Background: an optimization exercise with open tools, aiming at small area and a short achievable clock period. Do not read the settings as production practice.
Only simulation tests tie the RTL to the original design; equivalence was not proved.
Power figures rest on the tool's default switching activity, not on a simulated workload.

### config.mk
export PLATFORM = sky130hd
export DESIGN_NAME = rv32Core
export DESIGN_NICKNAME = rv32Core
export VERILOG_FILES = /design/flow/design.v
export SDC_FILE = /design/flow/constraint.sdc
export NUM_CORES = 4
export LEC_CHECK = 0
export CAP_MARGIN = 20
export CORE_MARGIN = 2
export CORE_UTILIZATION = 40
export SLEW_MARGIN = 20
### design.v
`timescale 1ns/10ps
package rv32Pkg;
    typedef logic [31:0] wordT;
    typedef logic [4:0]  regAddrT;
    typedef enum logic [6:0] {
        opReg    = 7'b0110011,
        opImm    = 7'b0010011,
        opLoad   = 7'b0000011,
        opStore  = 7'b0100011,
        opBranch = 7'b1100011,
        opLui    = 7'b0110111,
        opAuipc  = 7'b0010111,
        opJal    = 7'b1101111,
        opJalr   = 7'b1100111
    } opcodeE;
    typedef enum logic [3:0] {
        aluAdd  = 4'd1,
        aluAnd  = 4'd2,
        aluSub  = 4'd3,
        aluSlt  = 4'd4,
        aluSll  = 4'd5,
        aluSrl  = 4'd6,
        aluSra  = 4'd7,
        aluZero = 4'd15      
    } aluOpE;
    typedef enum logic [2:0] {immNone, immI, immS, immB, immU, immJ} immTypeE;
    typedef enum logic [2:0] {brNone, brBeq, brBlt, brJal, brJalr} branchE;
    typedef enum logic [2:0] {wbAlu, wbMem, wbPcPlus4, wbImm, wbPcImm} wbSelE;
    localparam logic [2:0] f3AddSub = 3'b000;
    localparam logic [2:0] f3Sll    = 3'b001;
    localparam logic [2:0] f3Slt    = 3'b010;
    localparam logic [2:0] f3Shr    = 3'b101;    
    localparam logic [2:0] f3And    = 3'b111;
    localparam logic [2:0] f3Word   = 3'b010;    
    localparam logic [2:0] f3Beq    = 3'b000;
    localparam logic [2:0] f3Blt    = 3'b100;
    localparam logic [2:0] f3Jalr   = 3'b000;
    localparam logic [6:0] f7Base   = 7'b0000000;
    localparam logic [6:0] f7Alt    = 7'b0100000;    
endpackage
`timescale 1ns/10ps
import rv32Pkg::*;
module alu (
    input  rv32Pkg::wordT  srcA,
    input  rv32Pkg::wordT  srcB,
    input  rv32Pkg::aluOpE aluOp,
    output rv32Pkg::wordT  result,
    output logic  zero
);
    logic [4:0] shamt;
    assign shamt = srcB[4:0];    
    always_comb
    begin
        case (aluOp)
            aluAdd:
                result = srcA + srcB;
            aluAnd:
                result = srcA & srcB;
            aluSub:
                result = srcA - srcB;
            aluSlt:
                result = {31'b0, $signed(srcA) < $signed(srcB)};
            aluSll:
                result = srcA << shamt;
            aluSrl:
                result = srcA >> shamt;
            aluSra:
                result = rv32Pkg::wordT'($signed(srcA) >>> shamt);
            default:
                result = '0;             
        endcase
    end
    assign zero = (result == '0);
endmodule
`timescale 1ns/10ps
import rv32Pkg::*;
module immGen (
    input  rv32Pkg::wordT    instruction,
    input  rv32Pkg::immTypeE immType,
    output rv32Pkg::wordT    imm
);
    logic sign;
    assign sign = instruction[31];
    always_comb
    begin
        case (immType)
            immI:
                imm = {{20{sign}}, instruction[31:20]};
            immS:
                imm = {{20{sign}}, instruction[31:25], instruction[11:7]};
            immB:    
                imm = {{19{sign}}, sign, instruction[7], instruction[30:25],
                       instruction[11:8], 1'b0};
            immU:
                imm = {instruction[31:12], 12'b0};
            immJ:
                imm = {{11{sign}}, sign, instruction[19:12], instruction[20],
                       instruction[30:21], 1'b0};
            default:
                imm = '0;                    
        endcase
    end
endmodule
`timescale 1ns/10ps
import rv32Pkg::*;
module regFile (
    input  logic    clk,
    input  rv32Pkg::regAddrT rs1Addr,
    input  rv32Pkg::regAddrT rs2Addr,
    input  rv32Pkg::regAddrT rdAddr,
    input  logic    writeEnable,
    input  rv32Pkg::wordT    writeData,
    output rv32Pkg::wordT    rs1Data,
    output rv32Pkg::wordT    rs2Data
);
    rv32Pkg::wordT regs [32];
    assign rs1Data = (rs1Addr == 5'd0) ? '0 : regs[rs1Addr];
    assign rs2Data = (rs2Addr == 5'd0) ? '0 : regs[rs2Addr];
    always_ff @(posedge clk)
    begin
        if (writeEnable && (rdAddr != 5'd0))
        begin
            regs[rdAddr] <= writeData;       
        end
    end
endmodule
`timescale 1ns/10ps
import rv32Pkg::*;
module instrDecoder (
    input  logic    reset,
    input  rv32Pkg::wordT    instruction,
    output logic    regWrite,
    output logic    memWrite,
    output logic    aluSrcImm,
    output rv32Pkg::aluOpE   aluOp,
    output rv32Pkg::immTypeE immType,
    output rv32Pkg::wbSelE   wbSel,
    output rv32Pkg::branchE  branchKind
);
    rv32Pkg::opcodeE     opcode;
    logic [2:0] funct3;
    logic [6:0] funct7;
    assign opcode = rv32Pkg::opcodeE'(instruction[6:0]);
    assign funct3 = instruction[14:12];
    assign funct7 = instruction[31:25];
    always_comb
    begin
        regWrite   = 1'b0;
        memWrite   = 1'b0;
        aluSrcImm  = 1'b0;
        aluOp      = aluZero;
        immType    = immNone;
        wbSel      = wbAlu;
        branchKind = brNone;
        case (opcode)
            opReg:
            begin
                case ({funct7, funct3})
                    {f7Base, f3AddSub}: aluOp = aluAdd;
                    {f7Alt,  f3AddSub}: aluOp = aluSub;
                    {f7Base, f3And}:    aluOp = aluAnd;
                    {f7Base, f3Slt}:    aluOp = aluSlt;
                    {f7Base, f3Sll}:    aluOp = aluSll;
                    {f7Base, f3Shr}:    aluOp = aluSrl;
                    {f7Alt,  f3Shr}:    aluOp = aluSra;
                    default:            aluOp = aluZero;
                endcase
                regWrite = (aluOp != aluZero);       
            end
            opImm:
            begin
                if (funct3 == f3AddSub)              
                begin
                    regWrite  = 1'b1;
                    aluSrcImm = 1'b1;
                    aluOp     = aluAdd;
                    immType   = immI;
                end
            end
            opLoad:
            begin
                if (funct3 == f3Word)
                begin
                    regWrite  = 1'b1;
                    aluSrcImm = 1'b1;
                    aluOp     = aluAdd;              
                    immType   = immI;
                    wbSel     = wbMem;
                end
            end
            opStore:
            begin
                if (funct3 == f3Word)
                begin
                    memWrite  = 1'b1;
                    aluSrcImm = 1'b1;
                    aluOp     = aluAdd;
                    immType   = immS;
                end
            end
            opBranch:
            begin
                if (funct3 == f3Beq)
                begin
                    aluOp      = aluSub;             
                    immType    = immB;
                    branchKind = brBeq;
                end
                else if (funct3 == f3Blt)
                begin
                    aluOp      = aluSlt;             
                    immType    = immB;
                    branchKind = brBlt;
                end
            end
            opLui:
            begin
                regWrite = 1'b1;
                immType  = immU;
                wbSel    = wbImm;
            end
            opAuipc:
            begin
                regWrite = 1'b1;
                immType  = immU;
                wbSel    = wbPcImm;
            end
            opJal:
            begin
                regWrite   = 1'b1;
                immType    = immJ;
                wbSel      = wbPcPlus4;              
                branchKind = brJal;
            end
            opJalr:
            begin
                if (funct3 == f3Jalr)
                begin
                    regWrite   = 1'b1;
                    aluSrcImm  = 1'b1;
                    aluOp      = aluAdd;             
                    immType    = immI;
                    wbSel      = wbPcPlus4;
                    branchKind = brJalr;
                end
            end
            default:
            begin
                regWrite = 1'b0;                     
            end
        endcase
        if (reset)
        begin
            regWrite = 1'b0;
            memWrite = 1'b0;
        end
    end
endmodule
`timescale 1ns/10ps
import rv32Pkg::*;
module executeStage (
    input  rv32Pkg::wordT   pc,
    input  rv32Pkg::wordT   pcPlus4,
    input  rv32Pkg::wordT   rs1Data,
    input  rv32Pkg::wordT   rs2Data,
    input  rv32Pkg::wordT   imm,
    input  logic   aluSrcImm,
    input  rv32Pkg::aluOpE  aluOp,
    input  rv32Pkg::wbSelE  wbSel,
    input  rv32Pkg::branchE branchKind,
    input  rv32Pkg::wordT   dataFromMem,
    output logic   takeBranch,
    output rv32Pkg::wordT   branchTarget,
    output rv32Pkg::wordT   addressToMem,
    output rv32Pkg::wordT   dataToMem,
    output rv32Pkg::wordT   writeData
);
    rv32Pkg::wordT srcB;
    rv32Pkg::wordT aluResult;
    logic aluZeroFlag;
    rv32Pkg::wordT pcImm;
    assign srcB = aluSrcImm ? imm : rs2Data;
    alu alu0 (
        .srcA   (rs1Data),
        .srcB   (srcB),
        .aluOp  (aluOp),
        .result (aluResult),
        .zero   (aluZeroFlag)
    );
    assign pcImm = pc + imm;     
    always_comb
    begin
        case (branchKind)
            brBeq:   takeBranch = aluZeroFlag;
            brBlt:   takeBranch = aluResult[0];      
            brJal,
            brJalr:  takeBranch = 1'b1;
            default: takeBranch = 1'b0;
        endcase
    end
    assign branchTarget = (branchKind == brJalr) ? {aluResult[31:1], 1'b0} : pcImm;
    assign addressToMem = aluResult;
    assign dataToMem    = rs2Data;
    always_comb
    begin
        case (wbSel)
            wbMem:     writeData = dataFromMem;
            wbPcPlus4: writeData = pcPlus4;          
            wbImm:     writeData = imm;              
            wbPcImm:   writeData = pcImm;            
            default:   writeData = aluResult;
        endcase
    end
endmodule
`timescale 1ns/10ps
import rv32Pkg::*;
module fetchUnit #(
    parameter rv32Pkg::wordT resetVector = '0
) (
    input  logic clk,
    input  logic reset,
    input  logic takeBranch,
    input  rv32Pkg::wordT branchTarget,
    output rv32Pkg::wordT pc,
    output rv32Pkg::wordT pcPlus4
);
    rv32Pkg::wordT nextPc;
    assign pcPlus4 = pc + 32'd4;
    assign nextPc  = takeBranch ? branchTarget : pcPlus4;    
    always_ff @(posedge clk)
    begin
        if (reset)
        begin
            pc <= resetVector;
        end
        else
        begin
            pc <= nextPc;
        end
    end
endmodule
`timescale 1ns/10ps
import rv32Pkg::*;
module rv32Core #(
    parameter rv32Pkg::wordT resetVector = '0
) (
    input  logic clk,
    input  logic reset,
    output rv32Pkg::wordT pc,
    input  rv32Pkg::wordT instruction,
    output logic we,
    output rv32Pkg::wordT addressToMem,
    output rv32Pkg::wordT dataToMem,
    input  rv32Pkg::wordT dataFromMem
);
    rv32Pkg::wordT    pcPlus4;
    rv32Pkg::wordT    branchTarget;
    logic    takeBranch;
    logic    regWrite;
    logic    aluSrcImm;
    rv32Pkg::aluOpE   aluOp;
    rv32Pkg::immTypeE immType;
    rv32Pkg::wbSelE   wbSel;
    rv32Pkg::branchE  branchKind;
    rv32Pkg::wordT    imm;
    rv32Pkg::wordT    rs1Data;
    rv32Pkg::wordT    rs2Data;
    rv32Pkg::wordT    writeData;
    fetchUnit #(.resetVector(resetVector)) fetch0 (
        .clk          (clk),
        .reset        (reset),
        .takeBranch   (takeBranch),
        .branchTarget (branchTarget),
        .pc           (pc),
        .pcPlus4      (pcPlus4)
    );
    instrDecoder decode0 (
        .reset       (reset),
        .instruction (instruction),
        .regWrite    (regWrite),
        .memWrite    (we),           
        .aluSrcImm   (aluSrcImm),
        .aluOp       (aluOp),
        .immType     (immType),
        .wbSel       (wbSel),
        .branchKind  (branchKind)
    );
    immGen imm0 (
        .instruction (instruction),
        .immType     (immType),
        .imm         (imm)
    );
    regFile regs0 (
        .clk         (clk),
        .rs1Addr     (instruction[19:15]),
        .rs2Addr     (instruction[24:20]),
        .rdAddr      (instruction[11:7]),
        .writeEnable (regWrite),
        .writeData   (writeData),
        .rs1Data     (rs1Data),
        .rs2Data     (rs2Data)
    );
    executeStage exec0 (
        .pc           (pc),
        .pcPlus4      (pcPlus4),
        .rs1Data      (rs1Data),
        .rs2Data      (rs2Data),
        .imm          (imm),
        .aluSrcImm    (aluSrcImm),
        .aluOp        (aluOp),
        .wbSel        (wbSel),
        .branchKind   (branchKind),
        .dataFromMem  (dataFromMem),
        .takeBranch   (takeBranch),
        .branchTarget (branchTarget),
        .addressToMem (addressToMem),
        .dataToMem    (dataToMem),
        .writeData    (writeData)
    );
endmodule
### constraint.sdc
create_clock -name core_clock -period 11.0 [get_ports {clk}]
set_input_delay 2.2000 -clock core_clock [delete_from_list [all_inputs] [get_ports {clk}]]
set_output_delay 2.2000 -clock core_clock [all_outputs]
set_load 0.01 [all_outputs]
### run.sh
#!/bin/bash
# synth_recipe.tcl (not shown) runs the flow's synth.tcl, then flattens the netlist and writes it again
# the make line also repeats each setting of config.mk as NAME=value (left out here)
make -C /OpenROAD-flow-scripts/flow DESIGN_CONFIG=/design/flow/config.mk WORK_HOME=/design/flow/orfs CLKGATE_MAP_FILE= SYNTH_SCRIPT=/design/flow/synth_recipe.tcl finish
==> results.txt <==
-- routing by layer --
metal  part of all wire, %  vias up
met5                 0.026        -
met3                   9.8      696
li1                      -    20284
met1                    38    25509
met2                    46     3182
met4                   6.7       10
-- stage by stage --
stage | setup TNS, ns | hold WS, ns
global route | 0 | 0.798
floorplan | 0 | 0.704
global placement | -0.602 | 0.713
CTS | 0 | 0.751
detailed placement | -1.46 | 0.725
finish | 0 | 0.755
-- cell families (layout without fill, tap and decap cells) --
| family | count (synthesis) | count (layout) | synth area share [%] |
|---|---|---|---|
| AND/OR/NAND/NOR | 1173 | 1173 | 9.04 |
| flip-flops | 1056 | 1056 | 49.9 |
| AO/OA/AOI/OAI | 1016 | 1016 | 11.2 |
| multiplexers | 867 | 867 | 23.3 |
| buffers and inverters | 463 | 1018 | 3.30 |
| adder cells (fa/ha/maj) | 100 | 100 | 2.03 |
| XOR/XNOR | 85 | 85 | 1.18 |
| other | 1 | 37 | 0.00596 |
-- where the power goes --
group / switching (mW) / total [mW] / internal [mW] / leakage [nW]
sequential: 0.00852 / 4.45 / 4.44 / 9.85
clock: 1.65 / 3.69 / 2.04 / 1.70
combinational: 1.47 / 2.35 / 0.880 / 15.0
-- cell type report --
cell class | instances | area (um^2) | share of cell area [%]
clock buffer | 138 | 2900 | 3.92
antenna | 5 | 12.5 | 0.0169
tap | 2058 | 2570 | 3.48
clock inverter | 67 | 629 | 0.850
inverter | 111 | 419 | 0.566
timing repair buffer | 702 | 6130 | 8.28
multi-input combinational | 3273 | 30000 | 40.5
sequential | 1056 | 31400 | 42.4
-- what timing repair did --
| item | 4_1_cts | 5_1_grt |
|---|---|---|
| resized for setup | 5 | 20 |
| pin swaps | 1 | 5 |
| endpoints found under the setup margin | 6 | 10 |
| setup buffers | 0 | 1 |
-- layout by cell type (no fill, tap or decap), types with 32 or more instances in the layout --
cell,n
clkdlybuf4s50_1,150
clkbuf_16,112
and2_1,33
o21ai_0,127
or3_1,50
a22oi_1,67
xnor2_1,57
nor2_1,281
dfxtp_1,32
edfxtp_1,1024
nand2_1,290
a21oi_1,186
ha_1,96
a21o_1,63
nand3_1,102
mux2_2,60
inv_1,101
mux4_2,471
mux2i_1,330
buf_4,504
conb_1,32
nor3_1,137
o211ai_1,60
nand2b_1,38
o22ai_1,52
buf_12,37
a221oi_1,39
a211oi_1,46
-- registers in the layout, summed over array words and instances, names as in the netlist --
name and cells:
regs0.regs 1024, fetch0.pc 32
-- worst paths after layout --
kind,cells past startpoint,endpoint,slack (ns)
min reg2reg,3,fetch0.pc[0]$_SDFFE_PP0P_,0.76
min,3,fetch0.pc[0]$_SDFFE_PP0P_,0.76
max,22,addressToMem[18],0.16
max reg2reg,30,fetch0.pc[8]$_SDFF_PP0_,3.40
-- critical path: stages --
cell	delay (ns)
buf_8	0.37
mux4_2	0.59
mux4_2	0.48
nand2_1	0.08
o21ai_1	0.30
buf_4	0.29
ha_1	0.24
fa_1	0.45
nand2b_1	0.09
a21oi_1	0.11
o21a_1	0.22
o21a_1	0.30
o311ai_0	0.38
buf_4	0.18
o21ai_0	0.18
a2111oi_0	0.64
nor4_1	0.12
o21ai_2	0.38
buf_4	0.19
o2111ai_1	0.11
buf_4	0.20
clkdlybuf4s50_1	0.47
==> flow_summary.ini <==
[global_route]
met3_usage_pct = 5.77
grt_max_degree = 75
grt_pass1_vias = 47985
use_met2_pct = 51.7
grt-busiest-layer = met2
overflow = 0
antenna_found_initial = 13
track_usage_pct = 32.7
grt_pass1_wl_mm = 372
met1_usage_pct = 42.7

[floorplanning]
die_height_um = 401
die-area_mm2 = 0.160
pin_count = 163
core_mm2 = 0.156
num_rows = 145
die_x_um = 401
initial_utilization_pct = 40.3

[synthesis]
ys_types = 103
syn_area_per_cell_um2 = 13.2
yosysSeqAreaShare_pct = 49.9
synth_edf_count = 1024
ys_ff_latch = 1056
async_reset_ff_share_pct = 0
yosysTopAreaCell = edfxtp_1
synthTopCellsByArea = edfxtp_1 49%, mux4_2 17%, mux2i_1 5.3%
postSynthCellCount = 4761
yosys_warnings = 6
synth_commonest_cells = 1024 x edfxtp_1, 471 x mux4_2, 330 x mux2i_1
synth_ff_type = edfxtp_1
synth_top_area_share_pct = 48.9
netlist_area_mm2 = 0.0629
synth_most_common_cell = edfxtp_1

[placed_design]
io_buffer_count = 162
dp.cells = 7198
pre_cts_slack_ns = -0.417
gp_congestion = 1.03
dpl_cell_area_mm2 = 0.0704
hpwl_mm = 186

[route]
firstDrtPassIters = 7
drcViolationCount = 0
vias = 49681
via_per_inst = 6.70
wl_per_cell_um = 36.4
wirelength_mm = 270
postRouteAntennaNets = 0
drt-initial-drc-count = 6713

[timing]
fin_ws_ns = 0.164
final-setup-viol-count = 0
fin_crit_ns = 10.84
slew_headroom_pct = 15.6
period_share_pct = 98.5
rsz0062_at_grt = false
skew_ns = 0.107
drv_slew = 0
hold_viol_final = 0
max_freq_mhz = 92.3
tightest_slew_ns = 1.25

[layout]
fillers = 13797
final_nets = 5422
areaGrowthSynthToFinish_pct = 17.8
final_cell_area_mm2 = 0.0741
layout.cells.non_filler = 7410
utilization_pct = 47.4
drive_gt1_share_pct = 25.6

[run]
max-cap-violations = 0

[worst_setup_path]
cp.arrival_ns = 8.64
startpoint_type = input port
path_class = input port to output pin
path_max_fanout = 40
r2r_start = regs0.regs[2][0]$_DFFE_PP_
critPathCaptureType = output pin
critPathRequiredTime_ns = 8.80
crit_start = instruction[15]

[power]
peakVddDrop_mv = 0.146
p_leak_nw = 26.5
power.total_mw = 10.5
p_per_area_mw_per_mm2 = 142

[clocking]
cts_num_sinks = 1056
clockBufferDepth = 3
cts_tree = built
cts-htree-levels = 3
cts.root.buffer_cell = clkbuf_16
cts-buffers-inserted = 112
holdBufCountCts = 0
insertion_delay_ns = 0.78
clk_pin_slew_worst_paths_ns = 0.07

[min_path]
hold_class = register to register
hp-start = fetch0.pc[0]$_SDFFE_PP0P_

[run_status]
status = complete, no violations

-- re-timing with driven ports --
The flow's constraints put no driver on any port. The routed layout listed below was extracted and timed again, unchanged, in two steps. Step 1 (the two cells are an assumption about what drives the block):
set clk [get_ports {clk}]
set_driving_cell -lib_cell sky130_fd_sc_hd__clkbuf_16 $clk
set_driving_cell -lib_cell sky130_fd_sc_hd__buf_2 [delete_from_list [all_inputs] $clk]
Step 2 times the ports against the registers' clock, not the clock port: input delays grow and output delays shrink by t, the midpoint of the rising clock arrivals with the driver on. Slacks: ideal / step 1 / step 2; pairs: ideal / step 1.
shift t [ns]: 0.815
setup WS [ns]: 0.164 / 0.113 / 0.113
worst hold slack (ns): 0.755 / 0.755 / 0.755
clock arrival spread, ns: 0.106 / 0.107
After both steps this run still meets setup and hold. The setup slack of this run moves by -0.051 ns with the drivers and by -0.051 ns with both steps.
